From an optimization exercise on the open Yosys and OpenROAD flow, aimed at small area and a short achievable clock period; shortcuts taken in it are not production practice.
Only simulation tests tie the RTL to the original design; equivalence was not proved.
Power figures rest on the tool's default switching activity, not on a simulated workload.

Design memoria_dados_nrisc, start of the top module:
module memoria_dados_nrisc #(
  parameter int LARGURA_END = 8,
  parameter int LATENCIA    = 2
) (
  input  logic                   Clock,
  input  logic                   Reset_n,
  input  logic [LARGURA_END-1:0] EndMemDados,
  input  logic [7:0]             DadoEscritoMem,
  input  logic                   LerMem,
  input  logic                   EscMem,
  output logic [7:0]             DadoLidoMem,
  output logic                   Pronto,
  output logic                   Erro
  ,
  output logic [7:0]             PortaSaida
);
  logic ocioso_q, esp1_q, esp2_q, resp_q;
  logic [7:0] pos_q;
  logic [31:0] seln_q;             
  logic [7:0]  grp_q;              
  logic        porta_end_q;        
  logic [7:0]  slot_q;             
  logic [7:0]  dado_q;
  logic        ler_q, esc_q;
  logic [7:0] lido_q, porta_q;
  logic       erro_q;
  logic [7:0] r1_q [8];
  logic       wrp_q, rdp_q;
  logic [7:0] rdg_q;
  logic [7:0]  wga_q, wgan_q, wgb_q, wgbn_q;
  logic [15:0] wl_q, wln_q;
  logic [7:0] anel [256];
  logic [7:0] r1_d [8];
  logic [7:0] lido_d;
  logic       req, so_ler, so_esc, esc_mem, tarde;
  logic [5:0] soma_b;
  logic [2:0] soma_a0, soma_a1;
  logic [7:0] slot0;
  logic [7:0] grp_d;
  logic [6:0] wk;
  logic [7:0] wf, wfn;
  ...
export LEC_CHECK = 0
export CAP_MARGIN = 40
export CORE_MARGIN = 2
export CORE_UTILIZATION = 60
export CTS_CLUSTER_DIAMETER = 60
export CTS_CLUSTER_SIZE = 30
export PLACE_DENSITY = 0.7
export SETUP_SLACK_MARGIN = 1.8
export SLEW_MARGIN = 65
export TNS_END_PERCENT = 20
create_clock -name core_clock -period 4.0 [get_ports {Clock}]
run.sh (not shown) runs the stock make flow with config.mk's settings and CLKGATE_MAP_FILE= SYNTH_SCRIPT=/design/flow/synth_recipe.tcl, a recipe that flattens the netlist after the stock synthesis.
The baseline went through all stages and came out clean.
Rerun with:
--- a/flow/config.mk
+++ b/flow/config.mk
@@ -6,11 +6,10 @@
 export NUM_CORES = 4
 export LEC_CHECK = 0
-export CAP_MARGIN = 40
+export CAP_MARGIN = 20
 export CORE_MARGIN = 2
-export CORE_UTILIZATION = 60
+export CORE_UTILIZATION = 55
 export CTS_CLUSTER_DIAMETER = 60
 export CTS_CLUSTER_SIZE = 30
-export PLACE_DENSITY = 0.7
+export PLACE_DENSITY = 0.65
 export SETUP_SLACK_MARGIN = 1.8
 export SLEW_MARGIN = 65
-export TNS_END_PERCENT = 20
Outcome: Via count came out lower by 0.67%. Clock power hardly moves. Synthesized area is unchanged. Register-to-register slack got worse by 0.05 ns. Die area climbs by about 9%. Setup slack gains 0.028 ns.
Rerun with:
--- a/flow/config.mk
+++ b/flow/config.mk
@@ -8,8 +8,8 @@
 export CAP_MARGIN = 20
 export CORE_MARGIN = 2
-export CORE_UTILIZATION = 55
+export CORE_UTILIZATION = 60
 export CTS_CLUSTER_DIAMETER = 60
 export CTS_CLUSTER_SIZE = 30
-export PLACE_DENSITY = 0.65
+export PLACE_DENSITY = 0.7
 export SETUP_SLACK_MARGIN = 1.8
-export SLEW_MARGIN = 65
+export SLEW_MARGIN = 50
Result:
- The changed run went through all stages and came out clean
- final area came out lower by 2.5%
- combinational power came out lower by 6.8%
- hold slack gets better by 0.0071 ns
- clock power barely changes
- synthesized cell count does not change
- global-route usage came out higher by 2.7 points
- power came out lower by 1.0%
- setup slack gets worse by 0.083 ns
- cell count came out lower by 2.2%
- die area came out lower by 8.2%
- routed wire length came out lower by 2.1%
Rerun with:
--- a/flow/config.mk
+++ b/flow/config.mk
@@ -13,3 +13,3 @@
 export PLACE_DENSITY = 0.7
 export SETUP_SLACK_MARGIN = 1.8
-export SLEW_MARGIN = 50
+export SLEW_MARGIN = 20
Effect: Non-clock buffer count decreases by 14; first-iteration DRC count went down by a few percent; wire length fell slightly; global-route usage falls by 0.27 points; setup slack gets worse by 0.14 ns; maximum frequency falls by a few percent.

========
== pepper ==
The RTL this note starts from:
==> flow/design.v <==
module memoria_dados_nrisc #(
  parameter int LARGURA_END = 8,
  parameter int LATENCIA    = 2
) (
  input  logic                   Clock,
  input  logic                   Reset_n,
  input  logic [LARGURA_END-1:0] EndMemDados,
  input  logic [7:0]             DadoEscritoMem,
  input  logic                   LerMem,
  input  logic                   EscMem,
  output logic [7:0]             DadoLidoMem,
  output logic                   Pronto,
  output logic                   Erro
  ,
  output logic [7:0]             PortaSaida
);
  logic ocioso_q, esp1_q, esp2_q, resp_q;
  logic [7:0]  grp_q;              
  logic [31:0] seln_q;             
  logic [7:0]  dado_q;
  logic        ler_q, esc_q;
  logic [7:0] lido_q, porta_q;
  logic       erro_q;
  logic [7:0] r1_q [8];
  logic       wrp_q;
  logic [7:0] rdg_q, whi_q, whin_q;
  logic [7:0] mem [255];
  logic [7:0] palavra [256];
  logic [7:0] r1_d [8];
  logic [7:0] lido_d;
  logic req, so_ler, so_esc, eh_porta;
  assign req      = LerMem | EscMem;
  assign so_ler   = ler_q & ~esc_q;
  assign so_esc   = esc_q & ~ler_q;
  assign eh_porta = grp_q[7] & ~seln_q[31];
  always_ff @(posedge Clock or negedge Reset_n) begin
    if (!Reset_n) begin
      ocioso_q <= 1'b1;
      esp1_q   <= 1'b0;
      esp2_q   <= 1'b0;
      resp_q   <= 1'b0;
      erro_q   <= 1'b0;
      lido_q   <= '0;
      porta_q  <= '0;
      rdg_q    <= '0;
      wrp_q    <= 1'b0;
      whi_q    <= '0;
      whin_q   <= '1;
    end else begin
      ocioso_q <= ~((ocioso_q & req) | esp1_q | esp2_q);
      esp1_q   <= ocioso_q & req;
      esp2_q   <= esp1_q;
      resp_q   <= esp2_q;
      erro_q   <= esp2_q & ler_q & esc_q;
      lido_q   <= lido_d;
      if (wrp_q)
        porta_q <= dado_q;
      wrp_q    <= esp1_q & so_esc & eh_porta;
      for (int g = 0; g < 8; g++) begin
        rdg_q[g]  <=   esp1_q & so_ler & grp_q[g];
        whi_q[g]  <=   esp1_q & so_esc & grp_q[g];
        whin_q[g] <= ~(esp1_q & so_esc & grp_q[g]);
      end
    end
  end
  always_ff @(posedge Clock) begin
    if (ocioso_q) begin
      for (int g = 0; g < 8; g++)
        grp_q[g] <= (EndMemDados[7:5] == 3'(g));
      for (int k = 0; k < 32; k++)
        seln_q[k] <= (EndMemDados[4:0] != 5'(k));
      dado_q <= DadoEscritoMem;
      ler_q  <= LerMem;
      esc_q  <= EscMem;
    end
    for (int g = 0; g < 8; g++)
      r1_q[g] <= r1_d[g];
  end
  always_comb begin
    lido_d = '0;
    for (int g = 0; g < 8; g++)
      lido_d = lido_d | ({8{rdg_q[g]}} & r1_q[g]);
  end
  always_comb
    for (int g = 0; g < 8; g++) begin
      r1_d[g] = '1;
      for (int k = 0; k < 32; k++)
        r1_d[g] = r1_d[g] & ({8{seln_q[k]}} | palavra[g*32 + k]);
    end
  for (genvar w = 0; w < 256; w++) begin : g_palavra
    if (w == 255) begin : g_porta
      assign palavra[w] = porta_q;
    end else begin : g_mem
      logic we, keep;
      assign we   = whi_q[w >> 5] & ~seln_q[w & 31];
      assign keep = whin_q[w >> 5] | seln_q[w & 31];
      always_ff @(posedge Clock)
        mem[w] <= ({8{we}} & dado_q) | ({8{keep}} & mem[w]);
      assign palavra[w] = mem[w];
    end
  end
  assign DadoLidoMem = lido_q;
  assign Pronto      = resp_q;
  assign Erro        = erro_q;
  assign PortaSaida  = porta_q;
endmodule
clock: 4.0 ns
lec_check: 0
cap_margin: 20
core_margin: 2
core_utilization: 70
cts_cluster_diameter: 60
cts_cluster_size: 30
place_density: 0.8
setup_slack_margin: 1.8
slew_margin: 20
> inputs changed (pepper -> cedar)
Settings: CORE_UTILIZATION now 60, was 70; PLACE_DENSITY now 0.7, was 0.8.
## What came out
Number of flops mapped to enable cells by yosys came out exactly the same in cedar and pepper.
cedar vs pepper — growth of design area from synthesis to finish rose 0.63 points.
Diff pepper..cedar | total wirelength of the detailed-routed design | negligible
Comparing cedar and pepper, number of placed cells counting well taps is lower on pepper.
As of cedar, number of filler instances in the final layout had risen by more than a quarter compared to pepper.
Relative to cedar, the following input files were edited for indigo:
Settings: SLEW_MARGIN now 65, was 20.
[summary]
Between indigo and cedar, the sequential cell area does not differ in any meaningful way. From cedar to indigo, core box area did not move at all. indigo completed end to end with timing, DRC and antenna clean. indigo — power share of the clock group 0.2 points higher, cedar as reference. Lower maximum cell stage delay along the critical path among indigo and cedar: indigo. The total number of sequential cells of cedar and that of indigo are within noise of each other. From indigo to cedar, number of standard cells after synthesis did not move at all. indigo leaves less setup margin than cedar. Type of the most critical hold path = in -> async: cedar; type of the most critical hold path = reg -> reg: indigo. indigo ends up with higher hold slack than cedar does. Delta (indigo minus cedar): via count of the first global-routing pass stayed essentially flat; final area +1.0%.

========
run 1:
Another version of the RTL of memoria_dados_nrisc (not shown whole).
Size in the first run: ~7100 cells after synthesis, roughly 2200 flip-flops, about 38 I/O pins, about 80000 um^2 of cells after synthesis.
==> flow/design.v (excerpt) <==
module memoria_dados_nrisc #(
  parameter int LARGURA_END = 8,
  parameter int LATENCIA    = 2
) (
  input  logic                   Clock,
  input  logic                   Reset_n,
  input  logic [LARGURA_END-1:0] EndMemDados,
  input  logic [7:0]             DadoEscritoMem,
  input  logic                   LerMem,
  input  logic                   EscMem,
  output logic [7:0]             DadoLidoMem,
  output logic                   Pronto,
  output logic                   Erro
  ,
  output logic [7:0]             PortaSaida
);
Settings: LEC_CHECK=0, CAP_MARGIN=20, CORE_MARGIN=2, CORE_UTILIZATION=60, CTS_CLUSTER_DIAMETER=60, CTS_CLUSTER_SIZE=30, PLACE_DENSITY=0.7, SETUP_SLACK_MARGIN=1.95, SLEW_MARGIN=20; clock period 4.0 ns.
Changes in run 2 relative to run 1:
- SETUP_SLACK_MARGIN changed from 1.95 to 1.8
Findings:
Run 2: PASS, flow complete, no timing, DRC or antenna violations. Share of total power in combinational logic for run 2: 2.1 points down relative to run 1. Run 2 against run 1: sequential logic power essentially unchanged, count of distinct cell types in the synthesized netlist essentially unchanged, switching power share of the total decreased 1.0 points, maximum fanout along the worst path decreased 13.

========
memoria_dados_nrisc with an RTL version that a note above also has.
For scale: about 6200 cells after synthesis, roughly 2300 flip-flops, about 71000 µm² of cells after synthesis.
## memoria_dados_nrisc
module memoria_dados_nrisc #(
  parameter int LARGURA_END = 8,
  parameter int LATENCIA    = 2
) (
  input  logic                   Clock,
  input  logic                   Reset_n,
  input  logic [LARGURA_END-1:0] EndMemDados,
  input  logic [7:0]             DadoEscritoMem,
  input  logic                   LerMem,
  input  logic                   EscMem,
  output logic [7:0]             DadoLidoMem,
  output logic                   Pronto,
  output logic                   Erro
  ,
  output logic [7:0]             PortaSaida
);
Settings: LEC_CHECK=0, CAP_MARGIN=20, CORE_MARGIN=2, CORE_UTILIZATION=60, CTS_CLUSTER_DIAMETER=60, CTS_CLUSTER_SIZE=30, PLACE_DENSITY=0.7, SETUP_SLACK_MARGIN=1.8, SLEW_MARGIN=65, TNS_END_PERCENT=20; clock period 4.0 ns.
Rerun with:
--- a/flow/config.mk
+++ b/flow/config.mk
@@ -8,9 +8,8 @@
 export CAP_MARGIN = 20
 export CORE_MARGIN = 2
-export CORE_UTILIZATION = 60
+export CORE_UTILIZATION = 55
 export CTS_CLUSTER_DIAMETER = 60
 export CTS_CLUSTER_SIZE = 30
-export PLACE_DENSITY = 0.7
-export SETUP_SLACK_MARGIN = 1.8
-export SLEW_MARGIN = 65
-export TNS_END_PERCENT = 20
+export PLACE_DENSITY = 0.65
+export SETUP_SLACK_MARGIN = 1.85
+export SLEW_MARGIN = 20
Worst setup slack got worse by 0.18 ns; sequential power stays flat; non-clock buffer count shrinks by 38; sequential share of layout area goes up by 1.1 points; synthesized area is unchanged.
Rerun with:
==> flow/config.mk (replaced) <==
export PLATFORM = sky130hd
export DESIGN_NAME = memoria_dados_nrisc
export DESIGN_NICKNAME = memoria_dados_nrisc
export VERILOG_FILES = /design/flow/design.v
export SDC_FILE = /design/flow/constraint.sdc
export NUM_CORES = 4
export LEC_CHECK = 0
export CAP_MARGIN = 40
export CORE_MARGIN = 2
export CORE_UTILIZATION = 60
export CTS_CLUSTER_DIAMETER = 60
export CTS_CLUSTER_SIZE = 30
export PLACE_DENSITY = 0.7
export SETUP_SLACK_MARGIN = 1.8
export SLEW_MARGIN = 65
The changed run went through all stages and came out clean.
Die area decreases by 8.2%.
Sequential share of layout area decreases by 1.1 points.
Wire length decreases by 2.5%.
Combinational power increases by 9.4%.
Clock-buffer cell count increases by 4.
Non-clock buffer count increases by 30.
Final area increases by 2.2%.

========
memoria_dados_nrisc again, from the RTL that the note above started with.
clock: 4.0 ns
lec_check: 0
cap_margin: 20
core_margin: 2
core_utilization: 60
cts_cluster_diameter: 60
cts_cluster_size: 30
place_density: 0.7
setup_slack_margin: 1.8
slew_margin: 65
The starting point completed with no timing, DRC or antenna violations.
==> next run, changes <==
- CAP_MARGIN: 20 -> 60
What happened: Count of clock-buffer cells in the layout drops by 1; final area hardly moves; register-to-register slack is about the same; global-route usage drops by 0.12 points; die area stays the same; via count is about the same.

-- separate check: timing with driven ports --
In the flow no input, the clock included, has a driving cell. The finished layouts below were timed again as built, in two steps. Step 1: set_driving_cell puts a clkbuf_16 on Clock and a buf_2 on each other input, an assumption about the parent block. Step 2 moves the port delays by t, midway between the first and last clock arrival at a register: inputs arrive t later, outputs are due t later. That takes back most of the time a late clock gives input paths. Three values: no drivers, after step 1, after step 2; two values: the first two.
| run | shift t [ns] | slack for setup (ns) | hold slack, ns | worst data-port slew with drivers (ns) |
|---|---|---|---|---|
| the first run of note 1 | 0.864 | 1.754 / 1.682 / 1.026 | 0.320 / 0.320 / 0.320 | 0.05 |
| the second run of note 1 | 0.889 | 1.782 / 1.717 / 1.051 | 0.328 / 0.328 / 0.328 | 0.04 |
| the third run of note 1 | 0.875 | 1.699 / 1.699 / 1.042 | 0.335 / 0.335 / 0.335 | 0.07 |
| the fourth run of note 1 | 0.871 | 1.556 / 1.556 / 0.982 | 0.137 / 0.081 / 0.334 | 0.07 |
| pepper | 0.850 | 1.716 / 1.697 / 1.582 | 0.186 / 0.134 / 0.401 | 0.18 |
| cedar | 0.876 | 1.750 / 1.670 / 1.575 | 0.006 / -0.047 / 0.412 | 0.12 |
| indigo | 0.862 | 1.744 / 1.692 / 1.744 | 0.424 / 0.424 / 0.424 | 0.12 |
| run 1 | 0.883 | 1.676 / 1.676 / 1.452 | 0.175 / 0.111 / 0.418 | 0.04 |
| run 2 | 0.873 | 1.747 / 1.688 / 1.572 | 0.200 / 0.136 / 0.415 | 0.04 |
| the first run of note 4 | 0.875 | 1.780 / 1.698 / 1.035 | 0.323 / 0.323 / 0.323 | 0.05 |
| the second run of note 4 | 0.889 | 1.596 / 1.596 / 1.021 | 0.109 / 0.047 / 0.312 | 0.04 |
| the third run of note 4 | 0.851 | 1.794 / 1.720 / 1.035 | 0.339 / 0.339 / 0.339 | 0.06 |
| the first run of note 5 | 0.875 | 1.786 / 1.710 / 1.039 | 0.341 / 0.341 / 0.341 | 0.07 |
| the second run of note 5 | 0.885 | 1.790 / 1.716 / 1.023 | 0.343 / 0.343 / 0.343 | 0.06 |
After both steps setup and hold are still met in every run listed. For the second run of note 5, which loses most, drivers alone change the setup slack by -0.074 ns; drivers and shift together by -0.767 ns.
